Background: an optimization exercise with open tools, aiming at small area, a short achievable clock period and few clock cycles. Do not read the settings as production practice.
No functional check of the RTL was part of any run shown here.
Power and IR drop assume default switching activity.

==> design.v <==
package dpc_pkg;
	localparam int PIX_W  = 8;
	localparam int DIM_W  = 9;
	localparam int CNT_W  = 17;
	localparam int SUM_W  = 24;
	localparam int CFG_IW = 3;
	localparam int CFG_DW = 17;
endpackage
module dark_pixel_centroid (
	input  logic        clk,
	input  logic        arst_n,
	input  logic        cfg_valid,
	output logic        cfg_ready,
	input  logic [2:0]  cfg_index,
	input  logic [16:0] cfg_data,
	input  logic        s_tvalid,
	output logic        s_tready,
	input  logic [7:0]  s_tdata,
	input  logic        s_tlast,
	output logic        m_tvalid,
	input  logic        m_tready,
	output logic [39:0] m_tdata,
	output logic        m_tuser
);
	logic [8:0]  cfg_w, cfg_xs, cfg_xe, cfg_ys, cfg_ye;
	logic [7:0]  cfg_thr;
	logic [16:0] cfg_min, cfg_max;
	assign cfg_ready = 1'b1;
	always_ff @(posedge clk or negedge arst_n) begin
		if (!arst_n) begin
			cfg_w   <= 9'd96;
			cfg_thr <= 8'd85;
			cfg_xs  <= 9'd10;
			cfg_xe  <= 9'd86;
			cfg_ys  <= 9'd10;
			cfg_ye  <= 9'd86;
			cfg_min <= 17'd180;
			cfg_max <= 17'd3176;
		end else if (cfg_valid) begin
			case (cfg_index)
				3'd0: cfg_w   <= cfg_data[8:0];
				3'd1: cfg_thr <= cfg_data[7:0];
				3'd2: cfg_xs  <= cfg_data[8:0];
				3'd3: cfg_xe  <= cfg_data[8:0];
				3'd4: cfg_ys  <= cfg_data[8:0];
				3'd5: cfg_ye  <= cfg_data[8:0];
				3'd6: cfg_min <= cfg_data;
				3'd7: cfg_max <= cfg_data;
				default: ;
			endcase
		end
	end
	logic rdy_q, v0_q, div_q, vld_q, clr_q;
	logic last_q, w0_q;           
	logic lo_q, hi_q, swap_q, fin_q;
	logic clr, last;
	logic [7:0]  col_q, row_q;    
	logic        fs_q;            
	logic        wrap_q;          
	logic        xs_q, xe_q;      
	logic        ys_q, ye_q;      
	logic [16:0] cnt_q;           
	logic        nz_q, min_q, max_q;   
	logic [26:0] x_q;             
	logic [23:0] y_q;             
	logic        cx_q, cy_q;      
	logic        cd_q;            
	logic        found_q;
	assign clr  = clr_q;
	assign last = last_q;
	logic       wrap, inc, eq_min, eq_max;
	logic       xs_d, xe_d, ys_d, ye_d, wrap_d;
	logic       xs_z, xe_z, ys_z, ye_z, w1;
	logic [8:0] col_inc, row_inc, col_inc2;
	logic [8:0] sx_lo, sy_lo;
	logic [16:0] sx_hi, sy_hi;
	logic       force_x, force_y;
	assign wrap     = wrap_q;
	assign col_inc  = {1'b0, col_q} + 9'd1;
	assign row_inc  = {1'b0, row_q} + 9'd1;
	assign col_inc2 = {{1'b0, col_q[7:1]} + 8'd1, col_q[0]};
	assign xs_z     = cfg_xs == 9'd0;
	assign xe_z     = cfg_xe == 9'd0;
	assign ys_z     = cfg_ys == 9'd0;
	assign ye_z     = cfg_ye == 9'd0;
	assign w1       = cfg_w[8:1] == 8'd0;
	always_comb begin
		xs_d = xs_q;
		xe_d = xe_q;
		ys_d = ys_q;
		ye_d = ye_q;
		wrap_d = wrap_q;
		if (clr || last || (fs_q && !v0_q)) begin
			xs_d   = xs_z;
			xe_d   = xe_z;
			ys_d   = ys_z;
			ye_d   = ye_z;
			wrap_d = w1;
		end else if (v0_q) begin
			if (wrap) begin
				xs_d   = xs_z;
				xe_d   = xe_z;
				wrap_d = w1;
				if (row_q != 8'hff) begin
					if (row_inc == cfg_ys) ys_d = 1'b1;
					if (row_inc == cfg_ye) ye_d = 1'b1;
				end
			end else begin
				if (col_inc == cfg_xs) xs_d = 1'b1;
				if (col_inc == cfg_xe) xe_d = 1'b1;
				wrap_d = (col_inc2 == cfg_w) || (cfg_w[8] && col_inc2[8]);
			end
		end
	end
	assign inc    = w0_q && !(&cnt_q);
	assign eq_min = cnt_q == cfg_min;
	assign eq_max = cnt_q == cfg_max;
	assign sx_lo   = {1'b0, x_q[7:0]} + {1'b0, col_q & {8{w0_q}}};
	assign sy_lo   = {1'b0, y_q[7:0]} + {1'b0, row_q & {8{w0_q}}};
	assign sx_hi   = {1'b0, x_q[23:8]} + {16'd0, cx_q};
	assign sy_hi   = {1'b0, y_q[23:8]} + {16'd0, cy_q};
	assign force_x = (cx_q && x_q[23:8] == 16'hffff) || (fin_q && (x_q[8] || !found_q));
	assign force_y = (cy_q && y_q[23:8] == 16'hffff) || (fin_q && (y_q[8] || !found_q));
	logic [11:0] lo;
	logic [9:0]  hi;
	logic        neg, found;
	assign neg     = x_q[26];
	assign lo      = {1'b0, x_q[17:8], 1'b1} + {1'b0, cnt_q[9:0] ^ {10{!neg}}, !neg};
	assign hi      = {x_q[26:18], 1'b1} + {{2'b0, cnt_q[16:10]} ^ {9{!neg}}, cd_q};
	assign found = nz_q && (min_q || eq_min) && !max_q;
	always_ff @(posedge clk or negedge arst_n) begin
		if (!arst_n) begin
			rdy_q  <= 1'b0;
			v0_q   <= 1'b0;
			last_q <= 1'b0;
			div_q  <= 1'b0;
			vld_q  <= 1'b0;
			clr_q  <= 1'b1;
			lo_q   <= 1'b0;
			hi_q   <= 1'b0;
			swap_q <= 1'b0;
			fin_q  <= 1'b0;
		end else begin
			v0_q   <= s_tvalid && rdy_q;
			last_q <= s_tvalid && rdy_q && s_tlast;
			clr_q  <= vld_q && m_tready;
			if (clr_q)                     rdy_q <= 1'b1;
			else if (s_tvalid && s_tlast)  rdy_q <= 1'b0;
			if (last_q)        div_q <= 1'b1;
			else if (fin_q)    div_q <= 1'b0;
			if (fin_q)         vld_q <= 1'b1;
			else if (m_tready) vld_q <= 1'b0;
			lo_q   <= div_q && !col_q[0] && (col_q <= 8'd16 || (col_q >= 8'd20 && col_q <= 8'd36));
			hi_q   <= div_q &&  col_q[0] && (col_q <= 8'd17 || (col_q >= 8'd21 && col_q <= 8'd37));
			swap_q <= div_q && col_q == 8'd18;
			fin_q  <= div_q && col_q == 8'd38;
		end
	end
	always_ff @(posedge clk) begin
		w0_q    <= s_tvalid && rdy_q && (s_tdata < cfg_thr) && xs_d && !xe_d && ys_d && !ye_d;
		found_q <= found;
		wrap_q <= wrap_d;
		xs_q <= xs_d;
		xe_q <= xe_d;
		ys_q <= ys_d;
		ye_q <= ye_d;
		if (clr || last) fs_q <= 1'b1;
		else if (v0_q)   fs_q <= 1'b0;
		if (clr || last) begin
			col_q <= '0;
			row_q <= '0;
		end else if (div_q) begin
			col_q <= col_q + 8'd1;
		end else if (v0_q) begin
			if (wrap) begin
				col_q <= '0;
				if (row_q != 8'hff) row_q <= row_inc[7:0];
			end else begin
				col_q <= col_inc[7:0];
			end
		end
		cnt_q <= (clr || (fin_q && !found_q)) ? 17'd0 : cnt_q + {16'd0, inc};
		if (clr) begin
			nz_q   <= 1'b0;
			min_q  <= 1'b0;
			max_q  <= 1'b0;
		end else if (inc) begin
			nz_q  <= 1'b1;
			if (eq_min) min_q <= 1'b1;
			if (eq_max) max_q <= 1'b1;
		end
		cd_q <= lo[11];
		cx_q <= sx_lo[8] && !clr;
		cy_q <= sy_lo[8] && !clr;
		y_q  <= clr ? 24'd0 : force_y ? 24'hffffff : {sy_hi[15:0], sy_lo[7:0]};
		if (clr) begin
			x_q <= '0;
		end else if (swap_q) begin
			x_q      <= {3'b0, y_q};
			y_q[8:0] <= x_q[8:0];
		end else if (lo_q) begin
			x_q[17:8] <= lo[10:1];
		end else if (hi_q) begin
			x_q <= {hi[8:1], x_q[17:0], !hi[9]};
		end else begin
			x_q <= {3'b0, force_x ? 24'hffffff : {sx_hi[15:0], sx_lo[7:0]}};
		end
	end
	assign s_tready = rdy_q;
	assign m_tvalid = vld_q;
	assign m_tuser  = found_q;
	assign m_tdata  = {5'b0, cnt_q, !found_q, x_q[7:0], !found_q, y_q[7:0]};
endmodule
==> flow/run.sh <==
#!/bin/bash
# The standard layout (standard.sh: the standard flow's synthesis and ORFS flow, unchanged), with the
# ports buffered by the smallest buffer instead of the resizer's default pick; the resizer
# still upsizes or adds buffers where a port's load or timing needs it.
set -euo pipefail
bash standard.sh finish \
	'BUFFER_PORTS_ARGS=-buffer_cell sky130_fd_sc_hd__buf_1' \
	> make_finish.log 2>&1
==> standard.sh <==
#!/bin/bash
# synth_recipe.tcl (not shown) runs the flow's synth.tcl, then flattens the netlist and writes it again
# the make line also repeats each setting of config.mk as NAME=value (left out here)
make -C /OpenROAD-flow-scripts/flow DESIGN_CONFIG=/design/flow/config.mk WORK_HOME=/design/flow/orfs CLKGATE_MAP_FILE= SYNTH_SCRIPT=/design/flow/synth_recipe.tcl "${@:-finish}"
==> config.mk <==
export PLATFORM = sky130hd
export DESIGN_NAME = dark_pixel_centroid
export DESIGN_NICKNAME = dark_pixel_centroid
export VERILOG_FILES = /design/flow/design.v
export SDC_FILE = /design/flow/constraint.sdc
export NUM_CORES = 4
export LEC_CHECK = 0
export CAP_MARGIN = 20
export CORE_MARGIN = 2
export CORE_UTILIZATION = 40
export CTS_BUF_LIST = sky130_fd_sc_hd__clkbuf_8
export SETUP_SLACK_MARGIN = 2.7
export SLEW_MARGIN = 20
==> constraint.sdc <==
create_clock -name core_clock -period 5.0 [get_ports {clk}]
set_input_delay 1.0000 -clock core_clock [delete_from_list [all_inputs] [get_ports {clk}]]
set_output_delay 1.0000 -clock core_clock [all_outputs]
set_load 0.01 [all_outputs]
==> results.cfg, run 1 <==
[run_status]
status = complete, no violations

[pwr]
pwr-share-clk = 0.167
total_power_uw = 6470
leakagePower_uw = 0.00511
switching_share = 0.408
p_per_area_nw_per_um2 = 490
intPower_uw = 3830
p_seq_frac = 0.407
power.switching_uw = 2640
combPwrFrac = 0.426
ir_worst_vdd_uv = 165

[die]
fp.dieH_um = 175
dieArea_um2 = 30700
core-area_um2 = 28800
start_util = 0.408
io_pins = 78
std_cell_rows = 62
die_x_um = 175

[worst_setup_path]
cp-end-kind = flip-flop
cp.arrival_ns = 2.64
path_buf_inv = 1
start_kind = flip-flop
path_class = reg2reg
slowest_delay_ns = 0.43
cp_slowest_cell = dfxtp_4
cp.depth = 9
crit_chain = inv_1 > ha_4 > xor2_1 > or4_1 > nor4_2 > nand3_1 > o31ai_2 > nor4_1 > o2111a_1
ff2ff_path_depth = 9
crit_fanout = 8
critical_path.top_delay_family = simple AND/OR/NAND/NOR gates
worst-endpoint-required_ns = 5.39

[layout]
final_cells = 1715
fillers = 2799
fin_nets = 1410
area_growth_pct = 12.5
drive_above_1_share = 0.210
fin_util = 0.458
n_antenna_cell = 0

[timing]
timing.final.crit_share = 0.450
grt_setup_unrepaired = true
setup_tns_ns = 0
layout_min_cycle_time_ns = 2.25
relSlewSlack = 0.432
worstMarginPinSlew_ns = 0.847
final_max_slew_viol_count = 0
setup_viol = 0
skew_ns = 0.0212
hold_viol_final = 0
max_freq_mhz = 445

[yosys]
ys_ff_latch = 195
synth.most_common_cell = xnor2_1
synth-compound-area-share = 0.145
yosys_warnings = 1
synthDominantCellAreaShare = 0.166
synth-edff-count = 1
yosys-top-cells-count = xnor2_1 (111), dfxtp_1 (97), a21oi_1 (86)
syn_inst = 1275
synth_xor_area_frac = 0.124
async_flop_share = 0.497
synth-adder-area-share = 0.0638
ys.flop_type = dfxtp_1
avgSynthCellArea_um2 = 9.20
netlist_area_um2 = 11700
synth_cell_types = 70
ys_seq_area_frac = 0.378
synthSimpleGateAreaFrac = 0.148
synthMuxAreaShare = 0.0811
yosysTopAreaCell = dfxtp_1
synthTopCellsByArea = dfxtp_1 (17%), dfrtp_1 (15%), xnor2_1 (8.3%), mux2_2 (7.7%), dfstp_2 (6.3%)
synth_top_family_by_area = simple AND/OR/NAND/NOR gates

[route]
vias_per_cell = 5.42
first_iter_violations = 846
via_count = 9296
dr.pass1.iters = 5
post_drt_wl_per_cell_um = 17.8
drc = 0
ant_nets = 0
routed_wl_um = 30600

[grt]
grt_pass1_wl_um = 48900
grt_pass1_vias = 8798
grt_usage = 0.201
grt_max_degree = 63
antenna_found_initial = 0
grt.overflow.total = 0

[clocking]
tritoncts = yes
clk_pin_slew_ns = 0.11
clock_latency_ns = 0.50
cts_buffers = 17
h-tree-depth = 4
hold_buffers = 0
cts_buffer_depth = 2
cts_num_sinks = 195
clock-root-buffer = clkbuf_8

[flow_run]
drv_cap = 0

[placement]
hpwl_um = 21600
post-place-cells = 1643
gp_congestion = 0.856
port_buffers = 71

[hold_path]
hp-class = reg2reg
hold_depth = 1
==> cell families (layout without fill, tap and decap cells) <==
| family | count (synthesis) | count (layout) |
|---|---|---|
| AND/OR/NAND/NOR | 346 | 346 |
| AO/OA/AOI/OAI | 263 | 263 |
| flip-flops | 195 | 195 |
| XOR/XNOR | 166 | 166 |
| buffers and inverters | 160 | 212 |
| multiplexers | 85 | 85 |
| adder cells (fa/ha/maj) | 58 | 58 |
| other | 2 | 6 |
==> cell usage in the layout (no fill, tap or decap), types with 13 or more instances in the layout <==
cell      synthesis  final
dfxtp_4           0     18
and2_1           19     18
inv_1            61     58
dfrtp_1          69     66
a221oi_1         20     20
nand3_1          34     30
nor2_1           84     81
a21o_1           16     16
dfxtp_2           0     13
buf_1             2     70
buf_4            23     43
nor3_1           36     34
nand2b_1         17     17
xor2_1           55     55
dfxtp_1          97     66
o21ai_0          58     54
nand4_1          18     18
a21oi_1          86     78
dfstp_2          28     28
clkbuf_8          0     18
nand2_1          68     65
mux2_2           80     80
o221ai_1         17     16
ha_1             55     50
xnor2_1         111    107
==> power groups by stage <==
stage	Clock [uW]	Sequential [uW]	Combinational (uW)
3_3_place_gp	0	2670	2450
5_1_grt	1170	2700	3080
6_report	1080	2630	2760
2_1_floorplan	0	2360	2240
3_5_place_dp	0	2670	2500
4_1_cts	1110	2650	2570
==> cell type report <==
cell class              instances  area, um2  area share
clock inverters                14        166      0.0126
clock buffers                  18        248      0.0188
repair buffers                116        619      0.0469
inverters                      62        244      0.0185
multi-input cells             924       6900       0.523
flip-flops and latches        195       4520       0.343
well taps                     384        480      0.0364
repair inverters                2       10.0    0.000759
==> sequential cells by signal, indices dropped and copies added, names as in the netlist, 8 cells and up <==
signal / cells
col_q: 8
row_q: 8
cfg_min: 17
cnt_q: 17
cfg_thr: 8
cfg_ye: 9
cfg_ys: 9
y_q: 24
cfg_xe: 9
cfg_w: 9
cfg_max: 17
x_q: 27
cfg_xs: 9
==> per-stage QoR <==
stage | hold WS (ns) | setup WS (ns) | area (um2)
after detailed placement | 0.414 | 2.07 | 12100
after global placement | 0.422 | 2.07 | 12100
final | 0.434 | 2.75 | 13200
after floorplan | 0.398 | 2.70 | 11800
after CTS | 0.433 | 2.68 | 12800
after global routing | 0.456 | 2.62 | 13200
==> metal layers <==
metal	global-route usage	vias up	routed length (um)
met4	0.0611	0	503
met1	0.283	4498	14500
met5	0	-	0
met3	0.0298	33	1220
met2	0.318	227	14300
li1	-	4538	-
==> repair_timing <==
item,in CTS,in global routing
resized for setup,53,58
hold endpoints to repair,0,0
endpoints found under the setup margin,72,35
cloned,1,1
pin swaps,4,17
buffers inserted,14,24
==> path summary, 6_finish.rpt <==
| kind | slack [ns] | endpoint | from |
|---|---|---|---|
| worst max register to register | 2.75 | w0_q | col_q[1] |
| max in group asynchronous | 3.35 | cfg_xe[2] | arst_n |
| worst min-delay path | 0.43 | found_q | max_q |
| worst max-delay path | 2.75 | w0_q | col_q[1] |
| worst min register to register | 0.43 | found_q | max_q |
| min in group asynchronous | 0.58 | cfg_ye[0] | arst_n |
==> inputs of run 2 (changes only) <==
--- a/config.mk
+++ b/config.mk
@@ -12,2 +12,3 @@
 export SETUP_SLACK_MARGIN = 2.7
 export SLEW_MARGIN = 20
+export TNS_END_PERCENT = 0
==> run 2 against run 1 <==
  * Still clean on timing, DRC and antenna
  * Combinational power fell by 5%
  * Routed wire length down 2.2%
  * Cell count shrank 1.2%
  * Sequential power hardly changed
  * Setup slack got worse by 0.14 ns
  * Synthesized area is the same
  * Clock skew is 0.0026 ns higher
  * Maximum frequency is 5.7% lower
  * Count of clock-buffer cells in the layout is the same
  * Total power decreased by 1.8%
  * Critical path type unchanged
  * Largest cell class unchanged
==> results.cfg, run 2 <==
[worst_setup_path]
crit_fanout = 9
worst-endpoint-required_ns = 5.43
cp-end-kind = flip-flop
start_kind = flip-flop
path_class = reg2reg
cp.arrival_ns = 2.81
ff2ff_path_depth = 7

[timing]
relSlewSlack = 0.482
max_freq_mhz = 419
timing.final.crit_share = 0.477
hold_viol_final = 0
skew_ns = 0.0238
setup_tns_ns = 0
grt_setup_unrepaired = true
setup_viol = 0
layout_min_cycle_time_ns = 2.38
final_max_slew_viol_count = 0
worstMarginPinSlew_ns = 0.774

[die]
core-area_um2 = 28800
die_x_um = 175
start_util = 0.408
io_pins = 78
std_cell_rows = 62
fp.dieH_um = 175
dieArea_um2 = 30700

[layout]
final_common_cell = xnor2_1
drive_above_1_share = 0.172
seqCellArea_um2 = 4490
largest_reg_flops = 27
fillers = 2805
area_growth_pct = 9.46
top_register = x_q
fin_nets = 1390
largestRegisters = x_q (27), y_q (24)
multiInputGateArea_um2 = 6730
final_cell_mix = xnor2_1 (110), a21oi_1 (85), nor2_1 (81)
n_antenna_cell = 0

[yosys]
async_flop_share = 0.497
synth-edff-count = 1
syn_inst = 1275
netlist_area_um2 = 11700
synthDominantCellAreaShare = 0.166
avgSynthCellArea_um2 = 9.20
synthTopCellsByArea = dfxtp_1 (17%), dfrtp_1 (15%), xnor2_1 (8.3%), mux2_2 (7.7%), dfstp_2 (6.3%)
yosys-top-cells-count = xnor2_1 (111), dfxtp_1 (97), a21oi_1 (86)
synth.most_common_cell = xnor2_1
ys_seq_area_frac = 0.378
yosysTopAreaCell = dfxtp_1
ys.flop_type = dfxtp_1
ys_ff_latch = 195
yosys_warnings = 1
synth_cell_types = 70

[grt]
grt_max_degree = 63
grt_pass1_vias = 8771
grt_pass1_wl_um = 47900
grt_usage = 0.195
antenna_found_initial = 0
grt.overflow.total = 0

[route]
route.met3.wl_um = 1070
routed_wl_um = 29900
ant_nets = 0
wl_met2_um = 13800
via_count = 9183
drc = 0
met1_length_um = 14500
first_iter_violations = 628
vias_per_cell = 5.42
post_drt_wl_per_cell_um = 17.6
highest_layer = met4
dr.pass1.iters = 4

[clocking]
clock_latency_ns = 0.48
clk_pin_slew_ns = 0.12
cts_buffers = 17
clock-root-buffer = clkbuf_8
cts_num_sinks = 195
h-tree-depth = 4
cts_buffer_depth = 2
tritoncts = yes

[placement]
port_buffers = 71
hpwl_um = 21500
gp_congestion = 0.852

[pwr]
total_power_uw = 6350
leakagePower_uw = 0.00501
ir_worst_vdd_uv = 217
p_per_area_nw_per_um2 = 494

[flow_run]
drv_cap = 0

[hold_path]
hold_depth = 1
hp-class = reg2reg

[run_status]
status = complete, no violations
run 2: changes by cell type in the layout (fill, tap and decap cells not counted), moves of 4 or more:
cell / delta
clkinvlp_4: -5
inv_8: +4
buf_4: -20
a21oi_2: -7
a21oi_1: +7
dfxtp_1: +8
dfxtp_4: -8
run 2: worst max-delay path: stages (launching register included):
cell and delay [ns]:
dfxtp_4 0.40, ha_1 0.37, xor2_1 0.18, or4_1 0.46, a2111oi_0 0.34, nand4_1 0.20, o21ai_2 0.21, o2111a_1 0.20
run 2: area by class of cell:
| class | count | area share |
|---|---|---|
| Clock inverter | 14 | 0.0129 |
| Sequential cell | 195 | 0.350 |
| Tap cell | 384 | 0.0374 |
| Clock buffer | 18 | 0.0193 |
| Timing Repair inverter | 1 | 0.000390 |
| Inverter | 62 | 0.0187 |
| Timing Repair Buffer | 97 | 0.0375 |
| Multi-Input combinational cell | 924 | 0.524 |
run 2: metal layers:
layer	GRT usage	vias up
met4	0.0545	0
met3	0.0242	31
li1	-	4526
met1	0.274	4442
met2	0.317	184
met5	0	-
run 2: worst paths after layout:
check / endpoint / from / slack (ns)
setup / recovery: w0_q / row_q[0] / 2.62
hold reg to reg: found_q / max_q / 0.45
setup reg to reg: w0_q / row_q[0] / 2.62
min in group asynchronous: rdy_q / arst_n / 0.59
max in group asynchronous: v0_q / arst_n / 3.35
hold / removal: found_q / max_q / 0.45
run 2: cells by family (layout without fill, tap and decap cells):
logic type,Yosys count,count (layout),synth area share
muxes,85,85,0.0811
DFF,195,195,0.378
other,2,6,0.000640
buffers and inverters,160,192,0.0594
adders and majority gates,58,58,0.0638
xor gates and xnor gates,166,166,0.124
AOI/OAI and AO/OA,263,263,0.145
and+or+nand+nor,346,346,0.148
run 2: power by group:
| group | total [uW] | internal (uW) | switching (uW) |
|---|---|---|---|
| Sequential | 2660 | 2050 | 613 |
| Combinational | 2610 | 1280 | 1330 |
| Clock | 1080 | 437 | 639 |
| Total | 6350 | 3770 | 2580 |
run 2: repair_timing:
item,4_1_cts,5_1_grt
cloned,1,0
setup buffers,5,14
resized for setup,41,19
hold buffers,0,0
pin swaps,1,2
endpoints found under the setup margin,76,63
run 2: per-stage QoR:
stage | hold WS, ns | setup WS (ns) | area (um2) | std cells | utilization
6_report | 0.449 | 2.62 | 12800 | 1695 | 0.446
5_1_grt | 0.466 | 2.50 | 12800 | 1695 | 0.446
4_1_cts | 0.447 | 2.59 | 12600 | 1681 | 0.440
2_1_floorplan | 0.398 | 2.59 | 11800 | 1279 | -
3_5_place_dp | 0.423 | 2.09 | 12100 | 1643 | 0.420
3_3_place_gp | 0.426 | 2.07 | 12100 | 1642 | 0.420
==> inputs of run 3 (changes only) <==
--- a/config.mk
+++ b/config.mk
@@ -10,5 +10,4 @@
 export CORE_UTILIZATION = 40
 export CTS_BUF_LIST = sky130_fd_sc_hd__clkbuf_8
-export SETUP_SLACK_MARGIN = 2.7
+export SETUP_SLACK_MARGIN = 2.6
 export SLEW_MARGIN = 20
-export TNS_END_PERCENT = 0
==> run 3 against run 2 <==
  * Sequential cell count unchanged
  * Global-route usage increased by 0.29 points
  * Final area increased by 0.83%
  * Synthesized cell count unchanged
  * Non-clock buffer count increased by 9
  * Count of clock-buffer cells in the layout increased by 1
  * Worst hold slack improved by 0.018 ns
  * Die area unchanged
  * Cell count increased by 0.53%
  * Clock power decreased by 6%
  * Total power decreased by 0.27%
  * Still clean on timing, DRC and antenna
  * Critical path type unchanged
  * Routed wire length increased by 1.7%
==> results.cfg, run 3 <==
[die]
start_util = 0.408
fp.dieH_um = 175
std_cell_rows = 62
io_pins = 78
die_x_um = 175
core-area_um2 = 28800
dieArea_um2 = 30700

[route]
via_count = 9251
ant_nets = 0
dr.pass1.iters = 5
vias_per_cell = 5.43
routed_wl_um = 30400
drc = 0
post_drt_wl_per_cell_um = 17.8
first_iter_violations = 693

[yosys]
synthDominantCellAreaShare = 0.166
yosysTopAreaCell = dfxtp_1
ys_seq_area_frac = 0.378
synthTopCellsByArea = dfxtp_1 (17%), dfrtp_1 (15%), xnor2_1 (8.3%), mux2_2 (7.7%), dfstp_2 (6.3%)
ys_ff_latch = 195
syn_inst = 1275
ys.flop_type = dfxtp_1
synth.most_common_cell = xnor2_1
yosys-top-cells-count = xnor2_1 (111), dfxtp_1 (97), a21oi_1 (86)
synth-edff-count = 1
netlist_area_um2 = 11700
synth_cell_types = 70
yosys_warnings = 1
async_flop_share = 0.497
avgSynthCellArea_um2 = 9.20

[timing]
setup_tns_ns = 0
relSlewSlack = 0.409
grt_setup_unrepaired = true
holdWs_ns = 0.467
hold_viol_final = 0
skew_ns = 0.0224
layout_min_cycle_time_ns = 2.38
final_max_slew_viol_count = 0
worstMarginPinSlew_ns = 0.881
max_freq_mhz = 419
setup_viol = 0
timing.final.crit_share = 0.477

[layout]
final_cell_mix = xnor2_1 (109), a21oi_1 (81), nor2_1 (81)
final_common_cell = xnor2_1
fin_nets = 1399
multiInputGateArea_um2 = 6800
n_antenna_cell = 0
fin_util = 0.450
largestRegisters = x_q (27), y_q (24)
area_growth_pct = 10.4
drive_above_1_share = 0.184
top_register = x_q
largest_reg_flops = 27
seqCellArea_um2 = 4510
fillers = 2786

[grt]
grt_max_degree = 63
antenna_found_initial = 0
grt.overflow.total = 0
grt_pass1_wl_um = 48400
grt_pass1_vias = 8764
grt_usage = 0.198

[worst_setup_path]
crit_start = cnt_q[0]
path_class = reg2reg
worst_r2r_endpoint = x_q[16]
cp-end-kind = flip-flop
r2r_setup_slack_ns = 2.62
ff2ff_path_depth = 8
crit_fanout = 9
start_kind = flip-flop
cp.arrival_ns = 2.77
cp-endpoint = x_q[16]
worst-endpoint-required_ns = 5.38
reg2reg_from = cnt_q[0]

[clocking]
tritoncts = yes
h-tree-depth = 4
cts_buffer_depth = 2
clock_latency_ns = 0.48
clk_pin_slew_ns = 0.11
cts_buffers = 17
cts_num_sinks = 195
clock-root-buffer = clkbuf_8

[run_status]
status = complete, no violations

[hold_path]
hp-class = reg2reg

[placement]
hpwl_um = 21700
gp_congestion = 0.860
port_buffers = 71

[pwr]
ir_worst_vdd_uv = 198
leakagePower_uw = 0.00504
p_per_area_nw_per_um2 = 489

[flow_run]
drv_cap = 0
## run 3: where the power goes
group / total, uW / switching [uW] / internal (uW)
registers: 2660 / 608 / 2050
clock network: 1020 / 633 / 389
logic: 2650 / 1360 / 1290
total: 6330 / 2600 / 3730
## run 3: cell type report
type	instances	share of cell area
clock inverter	13	0.00850
inverter	62	0.0186
tap	384	0.0371
timing repair buffer	106	0.0417
timing repair inverter	1	0.000387
multi-input combinational	924	0.525
clock buffer	19	0.0202
sequential	195	0.348
## run 3: worst min path at each step
stage          startpoint       to  slack (ns)  cells after the start
2_1_floorplan       max_q  found_q        0.40                      1
3_3_place_gp        max_q  found_q        0.43                      1
3_5_place_dp        max_q  found_q        0.44                      1
4_1_cts             max_q  found_q        0.47                      1
5_1_grt            last_q    div_q        0.50                      1
6_report           last_q    div_q        0.47                      1
## run 3: routing by layer
metal / up-vias / track usage / part of all wire
li1: 4542 / - / -
met3: 42 / 0.0313 / 0.039
met1: 4463 / 0.277 / 0.48
met5: - / 0 / 0
met2: 204 / 0.319 / 0.46
met4: 0 / 0.0510 / 0.018
## run 3: logic make-up (layout without fill, tap and decap cells)
logic type / count (synthesis) / in the layout / share of synthesized area
AOI/OAI and AO/OA: 263 / 263 / 0.145
xor gates and xnor gates: 166 / 166 / 0.124
adders and majority gates: 58 / 58 / 0.0638
buffers and inverters: 160 / 201 / 0.0594
DFF: 195 / 195 / 0.378
muxes: 85 / 85 / 0.0811
other: 2 / 6 / 0.000640
and+or+nand+nor: 346 / 346 / 0.148
## run 3: what timing repair did
item,CTS,global route
hold buffers,0,0
gates resized for setup,44,37
pin swaps,3,8
buffers inserted,9,19
cloned,1,0
setup endpoints to repair,55,34
## run 3: critical path: stages, from the launching register on
cell and delay (ns):
dfxtp_2 0.52, xnor2_1 0.16, ha_1 0.24, a21oi_1 0.33, o211ai_1 0.19, a31oi_1 0.29, xnor2_1 0.15, a21oi_1 0.09
a221oi_1 0.31
## run 3: through the flow
step,instances,power [uW],setup WS [ns],instance area [um2]
CTS,1685,6240,2.53,12600
floorplan,1279,4590,2.60,11800
global route,1704,6810,2.43,12900
detailed placement,1643,5170,2.05,12100
global placement,1643,5110,2.12,12100
finish,1704,6330,2.62,12900

-- re-timing with driven ports --
The flow's constraints put no driver on any port. The routed layouts listed below were extracted and timed again, unchanged, in two steps. Step 1: set_driving_cell puts a clkbuf_16 on clk and a buf_2 on each other input, an assumption about the parent block. Step 2 times the ports against the registers' clock, not the clock port: input delays grow and output delays shrink by t, the midpoint of the rising clock arrivals with the driver on. Slacks: ideal / step 1 / step 2; pairs: ideal / step 1.
| run | shift t [ns] | slack for setup (ns) | worst setup path at the end |
|---|---|---|---|
| run 1 | 0.534 | 2.752 / 2.752 / 2.365 | input to register |
| run 2 | 0.509 | 2.616 / 2.616 / 2.350 | input to register |
| run 3 | 0.513 | 2.615 / 2.615 / 2.479 | input to register |
After both steps every run listed still meets setup and hold. The setup slack of run 1, which loses most, moves by 0.000 ns with the drivers and by -0.387 ns with both steps.
